Source: an optimization exercise on an open RTL-to-GDS flow (aim: small area, a short achievable clock period and few clock cycles per item). Production flows keep margins and buffers that such runs may drop. In this exercise RTL edits were held to simulation tests only and were not proved equivalent to the original.

== run A ==
==> flow/design.v (excerpt) <==
module ascon_perm_engine #(
    parameter int UNROLL  = 1,
    parameter int SLICE_W = 64
) (
    input  logic         clk,
    input  logic         rst,
    input  logic         in_valid_i,
    output logic         in_ready_o,
    input  logic [3:0]   rounds_i,
    input  logic [319:0] state_i,
    output logic         out_valid_o,
    input  logic         out_ready_i,
    output logic [319:0] state_o,
    output logic         busy_o
);
    localparam int W = 64;
    logic [319:0] st_q;        
    logic [3:0]   r_q;         
    logic         busy_q;      
    logic         valid_q;     
    logic         run_q;       
    logic         ld_q;        
    function automatic logic [W-1:0] ror(input logic [W-1:0] x, input int n);
        ror = (x >> n) | (x << (W - n));
    endfunction
    function automatic logic [319:0] half_a(input logic [319:0] s, input logic [7:0] c);
        logic [W-1:0] x0, x1, x2, x3, x4;
        logic [W-1:0] t0, t1, t2, t3, t4;
        x0 = s[4*W +: W];
        x1 = s[3*W +: W];
        x2 = s[2*W +: W];
        x3 = s[1*W +: W];
        x4 = s[0*W +: W];
        x2 = x2 ^ {{(W-8){1'b0}}, c};
        x0 = x0 ^ x4;
        x4 = x4 ^ x3;
        x2 = x2 ^ x1;
        t0 = ~x0 & x1;
        t1 = ~x1 & x2;
        t2 = ~x2 & x3;
        t3 = ~x3 & x4;
        t4 = ~x4 & x0;
        x0 = x0 ^ t1;
        x1 = x1 ^ t2;
        x2 = x2 ^ t3;
        x3 = x3 ^ t4;
        x4 = x4 ^ t0;
        x1 = x1 ^ x0;
        x0 = x0 ^ x4;
        x3 = x3 ^ x2;
        x2 = ~x2;
        half_a = {x0, x1, x2, x3, x4};
    endfunction
  ...
==> flow/config.mk <==
export PLATFORM = sky130hd
export DESIGN_NAME = ascon_perm_engine
export DESIGN_NICKNAME = ascon_perm_engine
export VERILOG_FILES = /design/flow/design.v
export SDC_FILE = /design/flow/constraint.sdc
export NUM_CORES = 4
export LEC_CHECK = 0
export CAP_MARGIN = 20
export CORE_MARGIN = 2
export CORE_UTILIZATION = 40
export SETUP_SLACK_MARGIN = 2.1
export SLEW_MARGIN = 20
==> flow/constraint.sdc <==
create_clock -name core_clock -period 5.0 [get_ports {clk}]
set_input_delay 1.0000 -clock core_clock [delete_from_list [all_inputs] [get_ports {clk}]]
set_output_delay 1.0000 -clock core_clock [all_outputs]
set_load 0.01 [all_outputs]
standard.sh (not shown) runs the stock make flow with config.mk's settings and CLKGATE_MAP_FILE= SYNTH_SCRIPT=/design/flow/synth_recipe.tcl, a recipe that flattens the netlist after the stock synthesis.
==> flow/flow/run.sh <==
#!/bin/bash
# Own layout flow: the standard flow (standard synthesis, floorplan, power
# grid, placement, CTS, routing) with two changes to how it is made:
#  - ports are buffered with buf_1 instead of the default buffer choice;
#  - timing repair only resizes and swaps pins (no buffer trees or cloning).
# ORFS writes every tool's full log under orfs/logs/; make's own output goes
# to flow_make.log here.
set -euo pipefail
export BUFFER_PORTS_ARGS="-buffer_cell sky130_fd_sc_hd__buf_1"
export SETUP_MOVE_SEQUENCE="sizeup,swap"
export SKIP_GATE_CLONING=1
bash standard.sh finish > flow_make.log 2>&1
Testbench counts of run A, summed over its fixed seeds: cycles 11,884, items 1,280.
#### Input delta (run B over run A)
- SETUP_SLACK_MARGIN: 2.1 -> 2.0
- PLACE_DENSITY: unset -> 0.75
### Flow results
Across run A and run B, none had a timing, DRC or antenna violation. Minimum clock period (higher): run B. The met3 track demand over resource in global routing on run A is in line with that on run B. Compared with run A, run B has less setup slack. Compared with run A, run B shows a lower final area. Diff run B..run A | cell count | negligible. For run B, the launch point of the critical path was st_q[263]$_DFFE_PP_, unlike run A, where it was st_q[98]$_DFFE_PP_. On post-placement cell area, run B tracks run A almost exactly. Fmax: run B below run A. In the metrics for run A and run B, the one carrying the higher number of logic stages on the critical path including buffering is run A. As of run B, number of clock buffers in the layout had fallen by a little under 10% compared to run A.
Here is what was changed in the inputs of run C compared with run B.
- SETUP_SLACK_MARGIN: 2.0 -> 1.8
- PLACE_DENSITY: 0.75 -> unset
- CORE_UTILIZATION: 40 -> 60
diff --git a/flow/flow/run.sh b/flow/flow/run.sh
--- a/flow/flow/run.sh
+++ b/flow/flow/run.sh
@@ -5 +5 @@
-#  - timing repair only resizes and swaps pins (no buffer trees or cloning).
+#  - timing repair uses its default moves.
@@ -10,2 +10,2 @@
-export SETUP_MOVE_SEQUENCE="sizeup,swap"
-export SKIP_GATE_CLONING=1
+
+
==> results.txt <==
Run B vs run C, top routing layer in use: met5 vs met4. Run B → run C: relative area of clock buffers and inverters in the final design roughly the same; routed via count divided by cell count increased by 0.73 relative to the old numbers; shortest period the worst path allows higher; met3 wire length now larger.
What run D does differently from run C at the input level:
- swapping 60 for 40 in CORE_UTILIZATION
- swapping 1.8 for 2.0 in SETUP_SLACK_MARGIN
==> flow/flow/run.sh <==
#!/bin/bash
# Own layout flow: the standard flow (standard synthesis script, floorplan,
# power grid, placement, CTS, routing) with three changes to how it is made:
#  - the 3-input XOR/XNOR cells are added to the platform's don't-use list, so
#    synthesis maps the linear layer to 2-input XORs, which take less area;
#  - ports are buffered with buf_1 instead of the default buffer choice;
#  - timing repair only resizes and swaps pins (no buffer trees or cloning).
# ORFS writes every tool's full log under orfs/logs/; make's own output goes
# to flow_make.log here.
set -euo pipefail
PLATFORM_DONT_USE="sky130_fd_sc_hd__probe_p_8 sky130_fd_sc_hd__probec_p_8 sky130_fd_sc_hd__lpflow_bleeder_1 sky130_fd_sc_hd__lpflow_clkbufkapwr_1 sky130_fd_sc_hd__lpflow_clkbufkapwr_16 sky130_fd_sc_hd__lpflow_clkbufkapwr_2 sky130_fd_sc_hd__lpflow_clkbufkapwr_4 sky130_fd_sc_hd__lpflow_clkbufkapwr_8 sky130_fd_sc_hd__lpflow_clkinvkapwr_1 sky130_fd_sc_hd__lpflow_clkinvkapwr_16 sky130_fd_sc_hd__lpflow_clkinvkapwr_2 sky130_fd_sc_hd__lpflow_clkinvkapwr_4 sky130_fd_sc_hd__lpflow_clkinvkapwr_8 sky130_fd_sc_hd__lpflow_decapkapwr_12 sky130_fd_sc_hd__lpflow_decapkapwr_3 sky130_fd_sc_hd__lpflow_decapkapwr_4 sky130_fd_sc_hd__lpflow_decapkapwr_6 sky130_fd_sc_hd__lpflow_decapkapwr_8 sky130_fd_sc_hd__lpflow_inputiso0n_1 sky130_fd_sc_hd__lpflow_inputiso0p_1 sky130_fd_sc_hd__lpflow_inputiso1n_1 sky130_fd_sc_hd__lpflow_inputiso1p_1 sky130_fd_sc_hd__lpflow_inputisolatch_1 sky130_fd_sc_hd__lpflow_isobufsrc_1 sky130_fd_sc_hd__lpflow_isobufsrc_16 sky130_fd_sc_hd__lpflow_isobufsrc_2 sky130_fd_sc_hd__lpflow_isobufsrc_4 sky130_fd_sc_hd__lpflow_isobufsrc_8 sky130_fd_sc_hd__lpflow_isobufsrckapwr_16 sky130_fd_sc_hd__lpflow_lsbuf_lh_hl_isowell_tap_1 sky130_fd_sc_hd__lpflow_lsbuf_lh_hl_isowell_tap_2 sky130_fd_sc_hd__lpflow_lsbuf_lh_hl_isowell_tap_4 sky130_fd_sc_hd__lpflow_lsbuf_lh_isowell_4 sky130_fd_sc_hd__lpflow_lsbuf_lh_isowell_tap_1 sky130_fd_sc_hd__lpflow_lsbuf_lh_isowell_tap_2 sky130_fd_sc_hd__lpflow_lsbuf_lh_isowell_tap_4"
XOR3="sky130_fd_sc_hd__xor3_1 sky130_fd_sc_hd__xor3_2 sky130_fd_sc_hd__xor3_4 sky130_fd_sc_hd__xnor3_1 sky130_fd_sc_hd__xnor3_2 sky130_fd_sc_hd__xnor3_4"
export BUFFER_PORTS_ARGS="-buffer_cell sky130_fd_sc_hd__buf_1"
export SETUP_MOVE_SEQUENCE="sizeup,swap"
export SKIP_GATE_CLONING=1
bash standard.sh "DONT_USE_CELLS=$PLATFORM_DONT_USE $XOR3" finish > flow_make.log 2>&1
Delta (run D minus run C): routed wire length saw an increase; area overhead of the layout relative to synthesis rose 8.2 points. Run comparison: run C endpoint of the worst setup timing path state_o[263]; run D endpoint of the worst setup timing path state_o[22].
Edits applied to the flow inputs when going from run D to run E:
- changing SETUP_SLACK_MARGIN from 2.0 to 2.2
==> flow/flow/run.sh <==
#!/bin/bash
# Own layout flow: the standard flow (standard synthesis, floorplan, power
# grid, placement, CTS, routing) with two changes to how it is made:
#  - ports are buffered with buf_1 instead of the default buffer choice;
#  - timing repair uses its default moves.
# ORFS writes every tool's full log under orfs/logs/; make's own output goes
# to flow_make.log here.
set -euo pipefail
export BUFFER_PORTS_ARGS="-buffer_cell sky130_fd_sc_hd__buf_1"


bash standard.sh finish > flow_make.log 2>&1
Findings:
Portion of the layout cell area used by non-clock buffers (run E over run D): increase, 7.6 points. Status | run D and run E | clean. Taking run E as 1.0, run D lands at 1.06 on synthesized cell count. Final period utilization for run E is lower than for run D. Comparing run D against run E, there is no change at all in aggregate global routing overflow.

[port drivers added, routing unchanged]
Ports are ideal in the flow. The routed layouts listed here were re-timed in OpenROAD.
Step 1 sets driving cells, clkbuf_16 on the clock port and buf_2 on the other inputs (assumed; they add their load-dependent delay and slew).
Step 2 moves the port delays by t, midway between the first and last clock arrival at a register: inputs arrive t later, outputs are due t later. That takes back most of the time a late clock gives input paths.
Slacks: ideal / step 1 / step 2; pairs: ideal / step 1.
run | shift t [ns] | setup WS [ns] | cell pins on the clock port's net
run A | 0.629 | 1.911 / 1.846 / 1.509 | 1
run B | 0.641 | 1.883 / 1.819 / 1.461 | 1
run C | 0.641 | 1.705 / 1.640 / 1.335 | 1
run D | 0.641 | 1.835 / 1.767 / 1.494 | 1
run E | 0.642 | 2.078 / 2.010 / 1.669 | 1
After both steps every run listed still meets setup and hold. For run B, which loses most, drivers alone change the setup slack by -0.064 ns; drivers and shift together by -0.422 ns.
